This is an optimization exercise on Yosys and OpenROAD, whose aim is small area, a short achievable clock period and few clock cycles, not a production implementation.
Function was checked by simulation only, so behaviour that the tests miss may differ from the original.

## main
## qsim_top
module qsim_top (
  input  logic        clk,
  input  logic        reset_n,
  input  logic        dut_valid,
  output logic        dut_ready,
  output logic [4:0]  q_state_input_sram_read_address,
  input  logic [63:0] q_state_input_sram_read_data,
  output logic [12:0] q_gates_sram_read_address,
  input  logic [63:0] q_gates_sram_read_data,
  output logic [12:0] scratchpad_sram_read_address,
  input  logic [63:0] scratchpad_sram_read_data,
  output logic        q_state_output_sram_write_enable,
  output logic [4:0]  q_state_output_sram_write_address,
  output logic [63:0] q_state_output_sram_write_data,
  output logic        scratchpad_sram_write_enable,
  output logic [12:0] scratchpad_sram_write_address,
  output logic [63:0] scratchpad_sram_write_data
);
Size: ~380 I/O pins, about 0.10 mm² of cells after synthesis.
Settings: LEC_CHECK=0, ABC_AREA=1, CAP_MARGIN=20, CORE_MARGIN=2, CORE_UTILIZATION=30, CTS_CLUSTER_DIAMETER=100, CTS_CLUSTER_SIZE=30, PLACE_DENSITY=0.4, SETUP_SLACK_MARGIN=5, SLEW_MARGIN=20; clock period 10.0 ns.
standard.sh (not shown) runs the stock make flow with config.mk's settings and CLKGATE_MAP_FILE= SYNTH_SCRIPT=/design/flow/synth_recipe.tcl, a recipe that flattens the netlist after the stock synthesis.
==> flow/flow/run.sh <==
#!/bin/bash
# The standard layout, with two changes:
#  - after the standard synthesis, flow/fixpol.py picks the polarity of each
#    full adder so that fewer inverters are needed (combinational cells
#    only; registers are untouched);
#  - timing repair aims at a setup slack margin of SETUP_MARGIN ns.
# Each step's full output goes to a log file here.
set -euo pipefail
SETUP_MARGIN=${SETUP_MARGIN:-6.3}
bash standard.sh synth > synth.log 2>&1
net=orfs/results/${FLOW_PLATFORM:-sky130hd}/qsim_top/base/1_2_yosys.v
cp "$net" 1_2_yosys.orig.v
python3 flow/fixpol.py "$net" > fixpol.log 2>&1
bash standard.sh SETUP_SLACK_MARGIN=$SETUP_MARGIN ${FLOW_TARGET:-finish} > layout.log 2>&1
Other scripts of this flow, unchanged in this note and not shown: flow/flow/fixpol.py
Testbench counts of main, summed over its fixed seeds: cycles 124,228.
Here is what was changed in the inputs of the feature branch compared with main.
# main
export LEC_CHECK = 0
export ABC_AREA = 1
export CAP_MARGIN = 20
export CORE_MARGIN = 2
export CORE_UTILIZATION = 30
export CTS_CLUSTER_DIAMETER = 100
export CTS_CLUSTER_SIZE = 30
export PLACE_DENSITY = 0.4
export SETUP_SLACK_MARGIN = 5
export SLEW_MARGIN = 20
create_clock -name core_clock -period 10.0 [get_ports {clk}]
# the feature branch
export LEC_CHECK = 0
export ABC_AREA = 1
export CAP_MARGIN = 20
export CORE_MARGIN = 2
export CORE_UTILIZATION = 30
export PLACE_DENSITY = 0.4
export SETUP_SLACK_MARGIN = 5
export SLEW_MARGIN = 20
create_clock -name core_clock -period 10.0 [get_ports {clk}]
Findings:
main has lower transition time at the pin with the least slew margin than the feature branch.
Compared with main, in the feature branch depth of the worst register-to-register path saw a decrease, global-route usage barely changed, number of global-route vias before repair has increased, via count went up by 0.53%, fraction of met1 tracks used by global routing now larger.
Run comparison: the feature branch origin of the worst setup path cmac_i.gb_2_neg[8]; main origin of the worst setup path cmac_i.vc_1[2]
Going from main to the feature branch, final cycle utilization of the critical path shows an increase of 0.72 points, worst slack on hold paths shows a reduction of 0.0088 ns.

* * *

Another version of the RTL of qsim_top (not shown whole).
Size: roughly 380 I/O pins.
==> flow/config.mk <==
export PLATFORM = sky130hd
export DESIGN_NAME = qsim_top
export DESIGN_NICKNAME = qsim_top
export VERILOG_FILES = /design/flow/design.v
export SDC_FILE = /design/flow/constraint.sdc
export NUM_CORES = 4
export LEC_CHECK = 0
export ABC_AREA = 1
export CAP_MARGIN = 20
export CORE_MARGIN = 2
export CORE_UTILIZATION = 30
export CTS_CLUSTER_DIAMETER = 100
export CTS_CLUSTER_SIZE = 30
export PLACE_DENSITY = 0.4
export SETUP_SLACK_MARGIN = 5
export SLEW_MARGIN = 20
==> flow/constraint.sdc <==
create_clock -name core_clock -period 10.0 [get_ports {clk}]
set_input_delay 2.0000 -clock core_clock [delete_from_list [all_inputs] [get_ports {clk}]]
set_output_delay 2.0000 -clock core_clock [all_outputs]
set_load 0.01 [all_outputs]
==> flow/flow/run.sh <==
#!/bin/bash
# The standard layout, with three changes:
#  - after the standard synthesis, flow/fixpol.py picks the polarity of each
#    full adder so that fewer inverters are needed (combinational cells
#    only; registers are untouched);
#  - the port buffers are buf_2 cells instead of the default delay buffers;
#  - timing repair aims at a setup slack margin of SETUP_MARGIN ns.
# Each step's full output goes to a log file here.
set -euo pipefail
SETUP_MARGIN=${SETUP_MARGIN:-6.5}
PORT_BUF=${PORT_BUF:-sky130_fd_sc_hd__buf_2}
bash standard.sh synth > synth.log 2>&1
net=orfs/results/${FLOW_PLATFORM:-sky130hd}/qsim_top/base/1_2_yosys.v
cp "$net" 1_2_yosys.orig.v
python3 flow/fixpol.py "$net" > fixpol.log 2>&1
bash standard.sh SETUP_SLACK_MARGIN=$SETUP_MARGIN "BUFFER_PORTS_ARGS=-buffer_cell $PORT_BUF" ${FLOW_TARGET:-finish} > layout.log 2>&1
==> flow/flow/fixpol.py <==
#!/usr/bin/env python3
"""Choose the polarity of each full adder in a mapped sky130 netlist so that
fewer inverters are needed, and rewrite the netlist in place.

A full adder with all three inputs inverted gives both outputs inverted, so
each fa cell may instead take the complement of its inputs and deliver the
complement of its outputs. Inverters between cells are collapsed, a polarity
is chosen per full adder by local search, and one inverter is put back for
each signal that some load still needs inverted. Registers and every other
cell are left as they are.

usage: fixpol.py NETLIST.v
"""
import re
import sys

OUT_PINS = {'X', 'Y', 'Q', 'Q_N', 'SUM', 'COUT', 'HI', 'LO'}

path = sys.argv[1]
text = open(path).read()

cell_re = re.compile(r'^  (sky130_fd_sc_hd__\w+) (\S+)\s*\((.*?)\);\n', re.S | re.M)
pin_re = re.compile(r'\.(\w+)\(([^()]*?)\s*\)')

cells = []
first = None
last = None
for m in cell_re.finditer(text):
    if first is None:
        first = m.start()
    last = m.end()
    pins = [(p, n.strip()) for p, n in pin_re.findall(m.group(3))]
    cells.append([m.group(1), m.group(2), pins])
assert len(cells) == len(re.findall(r'^  sky130_fd_sc_hd__', text, re.M)), 'unparsed cells'
head = text[:first]
tail = text[last:]
assert '  assign' not in text[first:last]

ports = set(re.findall(r'^\s*(?:input|output|inout)\s+(?:\[[^\]]*\]\s*)?(\S+);', head, re.M))


def is_port(n):
    base = n.split('[')[0].strip()
    return base in ports


driver = {}
for ci, (typ, name, pins) in enumerate(cells):
    for p, n in pins:
        if p in OUT_PINS:
            driver[n] = ci


def is_inv(ci):
    return re.match(r'sky130_fd_sc_hd__inv_\d+$', cells[ci][0]) is not None


def pin(ci, p):
    for q, n in cells[ci][2]:
        if q == p:
            return n
    return None


# collapsible inverters: driven by a cell, output not a port
coll = set()
for ci in range(len(cells)):
    if is_inv(ci):
        a = pin(ci, 'A')
        y = pin(ci, 'Y')
        if a in driver and not is_port(y) and not is_port(a):
            coll.add(ci)

inv_out = {pin(ci, 'Y'): pin(ci, 'A') for ci in coll}


def resolve(n):
    par = 0
    while n in inv_out:
        n = inv_out[n]
        par ^= 1
    return n, par


is_fa = [cells[ci][0].startswith('sky130_fd_sc_hd__fa_') for ci in range(len(cells))]

# loads: (ci, pin index, source, parity)
loads = []
for ci, (typ, name, pins) in enumerate(cells):
    if ci in coll:
        continue
    for k, (p, n) in enumerate(pins):
        if p in OUT_PINS:
            continue
        s, par = resolve(n)
        loads.append((ci, k, s, par))

# loads that read inverter outputs which are also ports etc. are unaffected
x = [0] * len(cells)
by_src = {}
for li, (ci, k, s, par) in enumerate(loads):
    by_src.setdefault(s, []).append(li)
fa_in = {}
for li, (ci, k, s, par) in enumerate(loads):
    if is_fa[ci]:
        fa_in.setdefault(ci, []).append(li)
fa_out = {}
for ci in range(len(cells)):
    if is_fa[ci]:
        fa_out[ci] = [pin(ci, 'SUM'), pin(ci, 'COUT')]


def src_pol(s):
    d = driver.get(s)
    return x[d] if d is not None and is_fa[d] else 0


def need(li):
    ci, k, s, par = loads[li]
    d = x[ci] if is_fa[ci] else 0
    return par ^ d ^ src_pol(s)


def src_cost(s):
    return 1 if any(need(li) for li in by_src.get(s, [])) else 0


def total():
    return sum(src_cost(s) for s in by_src)


before = sum(1 for ci in range(len(cells)) if is_inv(ci))
base = total()
improved = True
passes = 0
while improved and passes < 50:
    improved = False
    passes += 1
    for f in fa_out:
        srcs = set(fa_out[f]) | {loads[li][2] for li in fa_in.get(f, [])}
        srcs = [s for s in srcs if s in by_src]
        c0 = sum(src_cost(s) for s in srcs)
        x[f] ^= 1
        c1 = sum(src_cost(s) for s in srcs)
        if c1 < c0:
            improved = True
        else:
            x[f] ^= 1
after = total()

# rewrite
new_inv = {}
extra_wires = []
extra_cells = []
for li, (ci, k, s, par) in enumerate(loads):
    p, n = cells[ci][2][k]
    if need(li):
        if s not in new_inv:
            w = '_pinv%d_' % len(new_inv)
            new_inv[s] = w
            extra_wires.append('  wire %s;\n' % w)
            extra_cells.append('  sky130_fd_sc_hd__inv_1 _pinvc%d_ (\n    .A(%s ),\n    .Y(%s)\n  );\n' % (len(extra_cells), s, w))
        cells[ci][2][k] = (p, new_inv[s])
    else:
        cells[ci][2][k] = (p, s)

out = [head.rstrip('\n') + '\n']
out.extend(extra_wires)
for ci, (typ, name, pins) in enumerate(cells):
    if ci in coll:
        continue
    ps = ',\n'.join('    .%s(%s%s)' % (p, n, ' ' if n.startswith('\\') else '') for p, n in pins)
    out.append('  %s %s (\n%s\n  );\n' % (typ, name, ps))
out.extend(extra_cells)
out.append(tail)
open(path, 'w').write(''.join(out))
flipped = sum(x)
print('fixpol: %d full adders, %d flipped; inverters %d -> %d (collapsible %d, needed %d -> %d), %d passes'
      % (len(fa_out), flipped, before, before - len(coll) + len(new_inv), len(coll), base, after, passes))
The first run produced a clean layout.
Testbench counts at the start, summed over its fixed seeds: cycles 124,228.
Next try:
--- a/flow/flow/fixpol.py
+++ b/flow/flow/fixpol.py
@@ -150,4 +150,9 @@
 
 # rewrite
+# inverters with more than one load get inv_2 (same area as inv_1)
+nload = {}
+for li, (ci, k, s, par) in enumerate(loads):
+    if need(li):
+        nload[s] = nload.get(s, 0) + 1
 new_inv = {}
 extra_wires = []
@@ -160,5 +165,6 @@
             new_inv[s] = w
             extra_wires.append('  wire %s;\n' % w)
-            extra_cells.append('  sky130_fd_sc_hd__inv_1 _pinvc%d_ (\n    .A(%s ),\n    .Y(%s)\n  );\n' % (len(extra_cells), s, w))
+            extra_cells.append('  sky130_fd_sc_hd__inv_%d _pinvc%d_ (\n    .A(%s ),\n    .Y(%s)\n  );\n'
+                               % (2 if nload[s] > 1 else 1, len(extra_cells), s, w))
         cells[ci][2][k] = (p, new_inv[s])
     else:
Die area is unchanged.
Critical path depth is higher by 1.
Worst hold slack loses 9.2 ps.
Routed wire length rose by about 3.7%.
Global-route usage grows by 0.31 points.
Area after synthesis does not change.
Maximum frequency decreases by 0.92%.
Design area went up by about 0.8%.

* * *

qsim_top again, from the RTL that the note above started with.
Settings: LEC_CHECK=0, ABC_AREA=1, CAP_MARGIN=20, CORE_MARGIN=2, CORE_UTILIZATION=40, CTS_CLUSTER_DIAMETER=100, CTS_CLUSTER_SIZE=30, PLACE_DENSITY=0.5, SETUP_SLACK_MARGIN=5, SLEW_MARGIN=20; clock period 10.0 ns.
==> flow/flow/fixpol.py <==
#!/usr/bin/env python3
"""Choose the polarity of each full adder in a mapped sky130 netlist so that
fewer inverters are needed, and rewrite the netlist in place.

A full adder with all three inputs inverted gives both outputs inverted, so
each fa cell may instead take the complement of its inputs and deliver the
complement of its outputs. Inverters between cells are collapsed, a polarity
is chosen per full adder by local search, and one inverter is put back for
each signal that some load still needs inverted. Registers and every other
cell are left as they are.

usage: fixpol.py NETLIST.v
"""
import re
import sys

OUT_PINS = {'X', 'Y', 'Q', 'Q_N', 'SUM', 'COUT', 'HI', 'LO'}

path = sys.argv[1]
text = open(path).read()

cell_re = re.compile(r'^  (sky130_fd_sc_hd__\w+) (\S+)\s*\((.*?)\);\n', re.S | re.M)
pin_re = re.compile(r'\.(\w+)\(([^()]*?)\s*\)')

cells = []
first = None
last = None
for m in cell_re.finditer(text):
    if first is None:
        first = m.start()
    last = m.end()
    pins = [(p, n.strip()) for p, n in pin_re.findall(m.group(3))]
    cells.append([m.group(1), m.group(2), pins])
assert len(cells) == len(re.findall(r'^  sky130_fd_sc_hd__', text, re.M)), 'unparsed cells'
head = text[:first]
tail = text[last:]
assert '  assign' not in text[first:last]

ports = set(re.findall(r'^\s*(?:input|output|inout)\s+(?:\[[^\]]*\]\s*)?(\S+);', head, re.M))


def is_port(n):
    base = n.split('[')[0].strip()
    return base in ports


driver = {}
for ci, (typ, name, pins) in enumerate(cells):
    for p, n in pins:
        if p in OUT_PINS:
            driver[n] = ci


def is_inv(ci):
    return re.match(r'sky130_fd_sc_hd__inv_\d+$', cells[ci][0]) is not None


def pin(ci, p):
    for q, n in cells[ci][2]:
        if q == p:
            return n
    return None


# collapsible inverters: driven by a cell, output not a port
coll = set()
for ci in range(len(cells)):
    if is_inv(ci):
        a = pin(ci, 'A')
        y = pin(ci, 'Y')
        if a in driver and not is_port(y) and not is_port(a):
            coll.add(ci)

inv_out = {pin(ci, 'Y'): pin(ci, 'A') for ci in coll}


def resolve(n):
    par = 0
    while n in inv_out:
        n = inv_out[n]
        par ^= 1
    return n, par


is_fa = [cells[ci][0].startswith('sky130_fd_sc_hd__fa_') for ci in range(len(cells))]

# loads: (ci, pin index, source, parity)
loads = []
for ci, (typ, name, pins) in enumerate(cells):
    if ci in coll:
        continue
    for k, (p, n) in enumerate(pins):
        if p in OUT_PINS:
            continue
        s, par = resolve(n)
        loads.append((ci, k, s, par))

# loads that read inverter outputs which are also ports etc. are unaffected
x = [0] * len(cells)
by_src = {}
for li, (ci, k, s, par) in enumerate(loads):
    by_src.setdefault(s, []).append(li)
fa_in = {}
for li, (ci, k, s, par) in enumerate(loads):
    if is_fa[ci]:
        fa_in.setdefault(ci, []).append(li)
fa_out = {}
for ci in range(len(cells)):
    if is_fa[ci]:
        fa_out[ci] = [pin(ci, 'SUM'), pin(ci, 'COUT')]


def src_pol(s):
    d = driver.get(s)
    return x[d] if d is not None and is_fa[d] else 0


def need(li):
    ci, k, s, par = loads[li]
    d = x[ci] if is_fa[ci] else 0
    return par ^ d ^ src_pol(s)


def src_cost(s):
    return 1 if any(need(li) for li in by_src.get(s, [])) else 0


def total():
    return sum(src_cost(s) for s in by_src)


before = sum(1 for ci in range(len(cells)) if is_inv(ci))
base = total()
improved = True
passes = 0
while improved and passes < 50:
    improved = False
    passes += 1
    for f in fa_out:
        srcs = set(fa_out[f]) | {loads[li][2] for li in fa_in.get(f, [])}
        srcs = [s for s in srcs if s in by_src]
        c0 = sum(src_cost(s) for s in srcs)
        x[f] ^= 1
        c1 = sum(src_cost(s) for s in srcs)
        if c1 < c0:
            improved = True
        else:
            x[f] ^= 1
after = total()

# rewrite
new_inv = {}
extra_wires = []
extra_cells = []
for li, (ci, k, s, par) in enumerate(loads):
    p, n = cells[ci][2][k]
    if need(li):
        if s not in new_inv:
            w = '_pinv%d_' % len(new_inv)
            new_inv[s] = w
            extra_wires.append('  wire %s;\n' % w)
            extra_cells.append('  sky130_fd_sc_hd__inv_1 _pinvc%d_ (\n    .A(%s ),\n    .Y(%s)\n  );\n' % (len(extra_cells), s, w))
        cells[ci][2][k] = (p, new_inv[s])
    else:
        cells[ci][2][k] = (p, s)

out = [head.rstrip('\n') + '\n']
out.extend(extra_wires)
for ci, (typ, name, pins) in enumerate(cells):
    if ci in coll:
        continue
    ps = ',\n'.join('    .%s(%s%s)' % (p, n, ' ' if n.startswith('\\') else '') for p, n in pins)
    out.append('  %s %s (\n%s\n  );\n' % (typ, name, ps))
out.extend(extra_cells)
out.append(tail)
open(path, 'w').write(''.join(out))
flipped = sum(x)
print('fixpol: %d full adders, %d flipped; inverters %d -> %d (collapsible %d, needed %d -> %d), %d passes'
      % (len(fa_out), flipped, before, before - len(coll) + len(new_inv), len(coll), base, after, passes))
Scripts as last shown in full above: flow/flow/run.sh
Testbench counts at the start, summed over its fixed seeds: cycles 124,228.
Rerun with:
--- a/flow/flow/fixpol.py
+++ b/flow/flow/fixpol.py
@@ -151,0 +152,5 @@
+# inverters with more than one load get inv_2 (same area as inv_1)
+nload = {}
+for li, (ci, k, s, par) in enumerate(loads):
+    if need(li):
+        nload[s] = nload.get(s, 0) + 1
@@ -162 +167,2 @@
-            extra_cells.append('  sky130_fd_sc_hd__inv_1 _pinvc%d_ (\n    .A(%s ),\n    .Y(%s)\n  );\n' % (len(extra_cells), s, w))
+            extra_cells.append('  sky130_fd_sc_hd__inv_%d _pinvc%d_ (\n    .A(%s ),\n    .Y(%s)\n  );\n'
+                               % (2 if nload[s] > 1 else 1, len(extra_cells), s, w))
Settings changed: CORE_UTILIZATION 40 to 30, CTS_CLUSTER_DIAMETER 100 to 80, CTS_CLUSTER_SIZE 30 to 24, PLACE_DENSITY 0.5 to 0.4.
Final cell count went up by 8.8%.
Setup slack is worse by 0.034 ns.
Synthesized area stays the same.
Sequential share of layout area fell by 0.37 points.
Non-clock buffer count came out lower by 32.
Register-to-register slack degrades by 0.03 ns.
Design area is higher by 2.1%.
Utilization decreases by 11 points.
Clock skew climbs by 0.044 ns.

-- separate check: timing with driven ports --
The results above use ideal ports. As a check the final layouts listed here were re-extracted and re-timed, cells and wires unchanged.
Step 1 assumes that a clkbuf_16 drives the clock port and a buf_2 every other input.
Step 2 adds t to the input delays and takes it off the output delays; t is the mean of the earliest and latest rising clock arrival at the registers after step 1. Input paths then give back, and output paths get back, about the clock's delay inside the block.
Slacks: no drivers / after step 1 / after step 2; pairs: no drivers / after step 1.
run	t, ns	setup slack, ns	hold slack, ns	pins driven straight from the clock port
main	0.971	6.257 / 6.252 / 5.595	0.333 / 0.333 / 0.333	1
the feature branch	0.973	6.185 / 6.185 / 5.592	0.324 / 0.324 / 0.324	1
the first run of note 2	0.970	6.461 / 6.393 / 6.050	0.337 / 0.337 / 0.337	1
the second run of note 2	1.000	6.428 / 6.348 / 6.204	0.328 / 0.328 / 0.328	1
the first run of note 3	0.867	6.430 / 6.430 / 6.021	0.343 / 0.343 / 0.343	1
the second run of note 3	1.002	6.396 / 6.349 / 6.187	0.326 / 0.326 / 0.326	1
After both steps setup and hold are still met in every run listed. For main, which loses most, drivers alone change the setup slack by -0.005 ns; drivers and shift together by -0.662 ns.
